Background: an optimization exercise with open tools, aiming at small area and a short achievable clock period. Do not read the settings as production practice.
RTL that was checked went through simulation tests only; none was proved equivalent to the original.
Power is estimated from default activity; no workload was simulated.

==> flow/design.v <==
package pwl_func_pkg;
  localparam int SEG_BITS  = 4;
  localparam int FRAC_BITS = 8;
  localparam int N_SEG     = 1 << SEG_BITS;
  localparam int SPAN      = 1 << (SEG_BITS + FRAC_BITS);
  typedef enum logic {INIT = 1'b0, RUN = 1'b1} state_t;
  typedef enum logic {SEL_OFFSET = 1'b0, SEL_SLOPE = 1'b1} cfg_sel_t;
  function automatic logic signed [31:0] sat_to_out(input logic signed [31:0] v, input int ow);
    logic signed [31:0] hi, lo;
    hi = (32'sd1 <<< (ow - 1)) - 32'sd1;
    lo = -hi - 32'sd1;
    if (v > hi)      sat_to_out = hi;
    else if (v < lo) sat_to_out = lo;
    else             sat_to_out = v;
  endfunction
endpackage
module pwl_coef_ram #(
  parameter int CW = 18,
  parameter int NW = 64,
  parameter int NG = 2
) (
  input  logic             clk,
  input  logic             clr,
  input  logic [NW-1:0]    we_off,
  input  logic [NW-1:0]    we_slope,
  input  logic [CW-1:0]    wdata,
  input  logic [NW-1:0]    rsel,
  output logic [NG-1:0][CW-1:0] rd_off,
  output logic [NG-1:0][CW-1:0] rd_slope
);
  localparam int GW = NW / NG;
  logic [NW-1:0][CW-1:0] m_off, m_slope;
  logic [CW-1:0] wd;
  assign wd = clr ? '0 : wdata;
  always_ff @(posedge clk) begin
    for (int i = 0; i < NW; i++) begin
      if (clr | we_off[i])   m_off[i]   <= wd;
      if (clr | we_slope[i]) m_slope[i] <= wd;
    end
  end
  always_comb begin
    for (int g = 0; g < NG; g++) begin
      rd_off[g]   = '0;
      rd_slope[g] = '0;
      for (int i = g * GW; i < (g + 1) * GW; i++) begin
        rd_off[g]   = rd_off[g]   | (m_off[i]   & {CW{rsel[i]}});
        rd_slope[g] = rd_slope[g] | (m_slope[i] & {CW{rsel[i]}});
      end
    end
  end
endmodule
module pwl_func_mc #(
  parameter int N_CH       = 4,
  parameter int IN_WIDTH   = 16,
  parameter int SEG_BITS   = 4,
  parameter int FRAC_BITS  = 8,
  parameter int X_MIN      = -2048,
  parameter int COEF_WIDTH = 18,
  parameter int OUT_WIDTH  = 16
) (
  input  logic                  clk,
  input  logic                  rst,
  input  logic                  in_valid,
  output logic                  in_ready,
  input  logic [$clog2(N_CH)-1:0] in_ch,
  input  logic [IN_WIDTH-1:0]   in_,
  output logic                  out_valid,
  input  logic                  out_ready,
  output logic [$clog2(N_CH)-1:0] out_ch,
  output logic [OUT_WIDTH-1:0]  out,
  output logic [1:0]            out_flags,
  input  logic                  cfg_we,
  output logic                  cfg_ready,
  input  logic [$clog2(N_CH)-1:0] cfg_ch,
  input  logic                  cfg_sel,
  input  logic [SEG_BITS-1:0]   cfg_addr,
  input  logic [COEF_WIDTH-1:0] cfg_data
);
  localparam int CHW    = (N_CH > 1) ? $clog2(N_CH) : 1;
  localparam int AW     = CHW + SEG_BITS;
  localparam int NW     = 1 << AW;
  localparam int STAGES = 3;
  localparam int CW     = COEF_WIDTH;
  localparam int SW     = COEF_WIDTH + 1;           
  localparam int AccW   = SW + FRAC_BITS;           
  localparam int ND     = FRAC_BITS / 2;            
  localparam logic [0:0] ST_INIT = pwl_func_pkg::INIT;
  localparam logic [0:0] ST_RUN  = pwl_func_pkg::RUN;
  logic [0:0]          state;
  logic [SEG_BITS-1:0] cnt;
  logic                run, init, stall, in_fire;
  logic [STAGES:1]     vld_pipe;
  assign run   = (state == ST_RUN);
  assign init  = (state == ST_INIT);
  assign stall = vld_pipe[STAGES] & ~out_ready;
  logic rdy_idle;
  assign in_ready  = rdy_idle | (run & out_ready);
  assign cfg_ready = run_o;
  assign out_valid = vld_pipe[STAGES];
  assign in_fire = in_valid & in_ready;
  always_ff @(posedge clk) begin
    if (rst) begin
      state <= ST_INIT;
      cnt   <= '0;
    end else if (init) begin
      cnt <= cnt + 1'b1;
      if (&cnt) state <= ST_RUN;
    end
  end
  logic run_o;
  always_ff @(posedge clk) begin
    if (rst)                run_o <= 1'b0;
    else if (init & (&cnt)) run_o <= 1'b1;
  end
  always_ff @(posedge clk) begin
    if (rst)         vld_pipe <= '0;
    else if (!stall) vld_pipe <= {vld_pipe[STAGES-1:1], in_fire};
  end
  always_ff @(posedge clk) begin
    if (rst) rdy_idle <= 1'b0;
    else     rdy_idle <= (run | (init & (&cnt))) & (stall ? ~vld_pipe[STAGES] : ~vld_pipe[STAGES-1]);
  end
  localparam int XW = SEG_BITS + FRAC_BITS;
  logic [SEG_BITS-1:0]  in_seg;
  logic [FRAC_BITS-1:0] in_frac;
  logic                 in_clamp, in_sgn;
  assign in_sgn   = in_[IN_WIDTH-1];
  assign in_clamp = (in_[IN_WIDTH-1:XW-1] != '0) & (in_[IN_WIDTH-1:XW-1] != '1);
  assign in_seg   = {~in_sgn, in_clamp ? {(SEG_BITS-1){~in_sgn}} : in_[FRAC_BITS +: SEG_BITS-1]};
  assign in_frac  = in_clamp ? {FRAC_BITS{~in_sgn}} : in_[FRAC_BITS-1:0];
  logic [ND-1:0] in_one, in_two, in_neg;
  logic          in_top;
  always_comb begin
    for (int i = 0; i < ND; i++) begin
      logic b2, b1, b0;
      b2 = in_frac[2*i+1];
      b1 = in_frac[2*i];
      b0 = (i == 0) ? 1'b0 : in_frac[2*i-1];
      in_one[i] = b1 ^ b0;
      in_two[i] = (b2 & ~b1 & ~b0) | (~b2 & b1 & b0);
      in_neg[i] = b2 & ~(b1 & b0);
    end
    in_top = in_frac[FRAC_BITS-1];
  end
  logic [NW-1:0] we_off, we_slope, rsel;
  localparam int NG = 2;                            
  logic [NG-1:0][CW-1:0] rd_off, rd_slope;
  logic [AW-1:0] cfg_a, in_a, s1_a;
  logic          cfg_w;
  assign cfg_a = {cfg_ch, cfg_addr};
  assign in_a  = {in_ch, in_seg};
  assign cfg_w = cfg_we & run;
  logic hit_in_off, hit_in_slope, hit_s1_off, hit_s1_slope;
  logic take_off, take_slope, en_off, en_slope;
  assign hit_in_off   = cfg_w & (cfg_a == in_a) & (cfg_sel != pwl_func_pkg::SEL_SLOPE);
  assign hit_in_slope = cfg_w & (cfg_a == in_a) & (cfg_sel == pwl_func_pkg::SEL_SLOPE);
  assign hit_s1_off   = cfg_w & (cfg_a == s1_a) & (cfg_sel != pwl_func_pkg::SEL_SLOPE);
  assign hit_s1_slope = cfg_w & (cfg_a == s1_a) & (cfg_sel == pwl_func_pkg::SEL_SLOPE);
  assign take_off     = stall | hit_in_off;
  assign take_slope   = stall | hit_in_slope;
  assign en_off       = ~stall | hit_s1_off;
  assign en_slope     = ~stall | hit_s1_slope;
  for (genvar w = 0; w < NW; w++) begin : g_w
    assign we_off[w]   = cfg_we & (cfg_a == AW'(w)) & (cfg_sel != pwl_func_pkg::SEL_SLOPE);
    assign we_slope[w] = cfg_we & (cfg_a == AW'(w)) & (cfg_sel == pwl_func_pkg::SEL_SLOPE);
    assign rsel[w]     = (in_a == AW'(w));
  end
  pwl_coef_ram #(.CW(CW), .NW(NW), .NG(NG)) u_ram (
    .clk(clk), .clr(init), .we_off(we_off), .we_slope(we_slope), .wdata(cfg_data),
    .rsel(rsel), .rd_off(rd_off), .rd_slope(rd_slope)
  );
  logic [CHW-1:0]  s1_ch, s2_ch;
  logic [NG-1:0][CW-1:0] s1_offp, s1_slopep;
  logic [CW-1:0]   s1_off, s1_slope;
  logic [ND-1:0]   s1_one, s1_two, s1_neg;
  logic            s1_top, s1_clamp, s2_clamp;
  assign s1_ch = s1_a[AW-1 -: CHW];
  always_comb begin
    s1_off   = '0;
    s1_slope = '0;
    for (int g = 0; g < NG; g++) begin
      s1_off   = s1_off   | s1_offp[g];
      s1_slope = s1_slope | s1_slopep[g];
    end
  end
  always_ff @(posedge clk) begin
    if (!stall) begin
      s1_a     <= in_a;
      s1_one   <= in_one;
      s1_two   <= in_two;
      s1_neg   <= in_neg;
      s1_top   <= in_top;
      s1_clamp <= in_clamp;
    end
    for (int g = 0; g < NG; g++) begin
      if (en_off)   s1_offp[g]   <= take_off   ? ((g == 0) ? cfg_data : '0) : rd_off[g];
      if (en_slope) s1_slopep[g] <= take_slope ? ((g == 0) ? cfg_data : '0) : rd_slope[g];
    end
  end
  localparam int RW = CW + 1;
  function automatic logic [AccW-1:0] booth_row(input logic [CW-1:0] s, input logic one,
                                                input logic two, input logic neg);
    logic [RW-1:0] m;
    m = one ? {s[CW-1], s} : (two ? {s, 1'b0} : '0);
    booth_row = AccW'({~(m[RW-1] ^ neg), m[RW-2:0] ^ {(RW-1){neg}}});
  endfunction
  logic [AccW-1:0] r [6];
  logic [AccW-1:0] e0;
  logic [CW-1:0]   g;
  always_comb begin
    e0 = booth_row(s1_slope, s1_one[0], s1_two[0], s1_neg[0]);
    r[0] = AccW'(e0[RW-2:0]);
    r[0][RW-1] = ~e0[RW-1];
    r[0][RW]   = ~e0[RW-1];
    r[0][RW+1] = e0[RW-1];
    r[0][RW+2] = 1'b1;
    r[0][RW+4] = 1'b1;
    r[0][RW+6] = 1'b1;
    for (int i = 1; i < ND; i++) begin
      r[i] = booth_row(s1_slope, s1_one[i], s1_two[i], s1_neg[i]) << (2*i);
      r[i][2*(i-1)] = s1_neg[i-1];
    end
    g = s1_slope & {CW{s1_top}};
    r[ND] = AccW'({~g[CW-1], g[CW-2:0]}) << FRAC_BITS;
    r[ND][2*(ND-1)] = s1_neg[ND-1];
    r[ND+1] = AccW'({~s1_off[CW-1], s1_off[CW-2:0]}) << FRAC_BITS;
  end
  function automatic logic [2*AccW-1:0] csa(input logic [AccW-1:0] a, input logic [AccW-1:0] b,
                                            input logic [AccW-1:0] c);
    logic [AccW-1:0] s, cy;
    s  = a ^ b ^ c;
    cy = ((a & b) | (a & c) | (b & c)) << 1;
    csa = {cy, s};
  endfunction
  logic [AccW-1:0] sa, ca, sb, cb, sc, cc, sd, cd;
  assign {ca, sa} = csa(r[0], r[1], r[2]);
  assign {cb, sb} = csa(r[3], r[4], r[5]);
  assign {cc, sc} = csa(sa, ca, sb);
  assign {cd, sd} = csa(sc, cc, cb);
  logic [AccW-1:0] s2_ps, s2_pc;
  always_ff @(posedge clk) begin
    if (!stall) begin
      s2_ps    <= sd;
      s2_pc    <= cd;
      s2_ch    <= s1_ch;
      s2_clamp <= s1_clamp;
    end
  end
  logic [AccW-1:0]      acc;
  logic [SW-1:0]        sum;
  logic                 sat;
  logic [OUT_WIDTH-1:0] s3_low;
  logic                 s3_sgn;
  assign acc = s2_ps + s2_pc;
  assign sum = acc[FRAC_BITS +: SW];
  assign sat = (sum[SW-1:OUT_WIDTH-1] != '0) & (sum[SW-1:OUT_WIDTH-1] != '1);
  always_ff @(posedge clk) begin
    if (!stall) begin
      s3_low    <= sum[OUT_WIDTH-1:0];
      s3_sgn    <= sum[SW-1];
      out_ch    <= s2_ch;
      out_flags <= {sat, s2_clamp};
    end
  end
  assign out = out_flags[1] ? {s3_sgn, {(OUT_WIDTH-1){~s3_sgn}}} : s3_low;
endmodule
Settings: LEC_CHECK=0, CAP_MARGIN=20, CORE_MARGIN=2, CORE_UTILIZATION=50, CTS_BUF_LIST=sky130_fd_sc_hd__clkbuf_16, CTS_CLUSTER_DIAMETER=100, CTS_CLUSTER_SIZE=25, PLACE_DENSITY=0.65, SETUP_SLACK_MARGIN=4.4, SLEW_MARGIN=20; clock period 8.2 ns.
standard.sh (not shown) runs the stock make flow with config.mk's settings and CLKGATE_MAP_FILE= SYNTH_SCRIPT=/design/flow/synth_recipe.tcl, a recipe that flattens the netlist after the stock synthesis.
==> flow/flow/run.sh <==
#!/bin/bash
# Layout: the standard ORFS flow (standard.sh, unchanged synthesis and
# steps), except that the port buffers that global placement inserts are
# buf_4 cells instead of buffer_ports' default pick, a slow delay cell that
# the resizer often leaves on input paths. Every port still gets its buffer.
# ORFS's full output goes to orfs_flow.log in this folder.
set -euo pipefail
export BUFFER_PORTS_ARGS="-buffer_cell sky130_fd_sc_hd__buf_4"
bash standard.sh > orfs_flow.log 2>&1
Next try:
--- a/flow/design.v
+++ b/flow/design.v
@@ -246,21 +246,19 @@
       s2_clamp <= s1_clamp;
     end
   end
-  logic [AccW-1:0]      acc;
-  logic [SW-1:0]        sum;
-  logic                 sat;
-  logic [OUT_WIDTH-1:0] s3_low;
-  logic                 s3_sgn;
-  assign acc = s2_ps + s2_pc;
-  assign sum = acc[FRAC_BITS +: SW];
-  assign sat = (sum[SW-1:OUT_WIDTH-1] != '0) & (sum[SW-1:OUT_WIDTH-1] != '1);
+  logic [AccW-1:0]    acc;
+  logic [SW-1:0]      sum;
+  logic signed [31:0] clip;
+  logic               sat;
+  assign acc  = s2_ps + s2_pc;
+  assign sum  = acc[FRAC_BITS +: SW];
+  assign clip = pwl_func_pkg::sat_to_out(32'($signed(sum)), OUT_WIDTH);
+  assign sat  = (clip != 32'($signed(sum)));
   always_ff @(posedge clk) begin
     if (!stall) begin
-      s3_low    <= sum[OUT_WIDTH-1:0];
-      s3_sgn    <= sum[SW-1];
+      out       <= clip[OUT_WIDTH-1:0];
       out_ch    <= s2_ch;
       out_flags <= {sat, s2_clamp};
     end
   end
-  assign out = out_flags[1] ? {s3_sgn, {(OUT_WIDTH-1){~s3_sgn}}} : s3_low;
 endmodule
=> Via count is higher by 2.9%. Wire length is higher by 13%. Global-route usage rises by 4.3 points. Clock-buffer cell count falls by 2. Sequential share of layout area increases by 2.4 points. Clock power rises by about 0.8%. Final area is lower by 3.4%. Clock skew came out higher by 5.1 ps. Die area fell by 0.81%. Synthesized cell count went down by 5.1%. Register-to-register slack degrades by 160 ps.
Function not checked in the first run of this note: the RTL went through the layout flow alone.

[port drivers added, routing unchanged]
The flow's constraints put no driver on any port. The routed layouts listed below were extracted and timed again, unchanged, in two steps.
Step 1, drivers: a clkbuf_16 drives clk and a buf_2 each remaining input, both assumed.
Step 2, shift: input delay + t, output delay - t, t = (earliest + latest rising clock arrival at the registers) / 2. This alone moves slack from input paths to output paths.
a / b / c = ideal / step 1 / step 2; a / b = the first two.
run	t (ns)	setup WS [ns]	latest minus earliest clock arrival (ns)	pins driven straight from the clock port
the first run	0.885	4.219 / 4.255 / 3.370	0.036 / 0.036	1
the second run	0.895	4.336 / 4.199 / 3.304	0.047 / 0.046	1
After both steps every run listed still meets setup and hold. For the second run, which loses most, drivers alone change the setup slack by -0.137 ns; drivers and shift together by -1.032 ns.
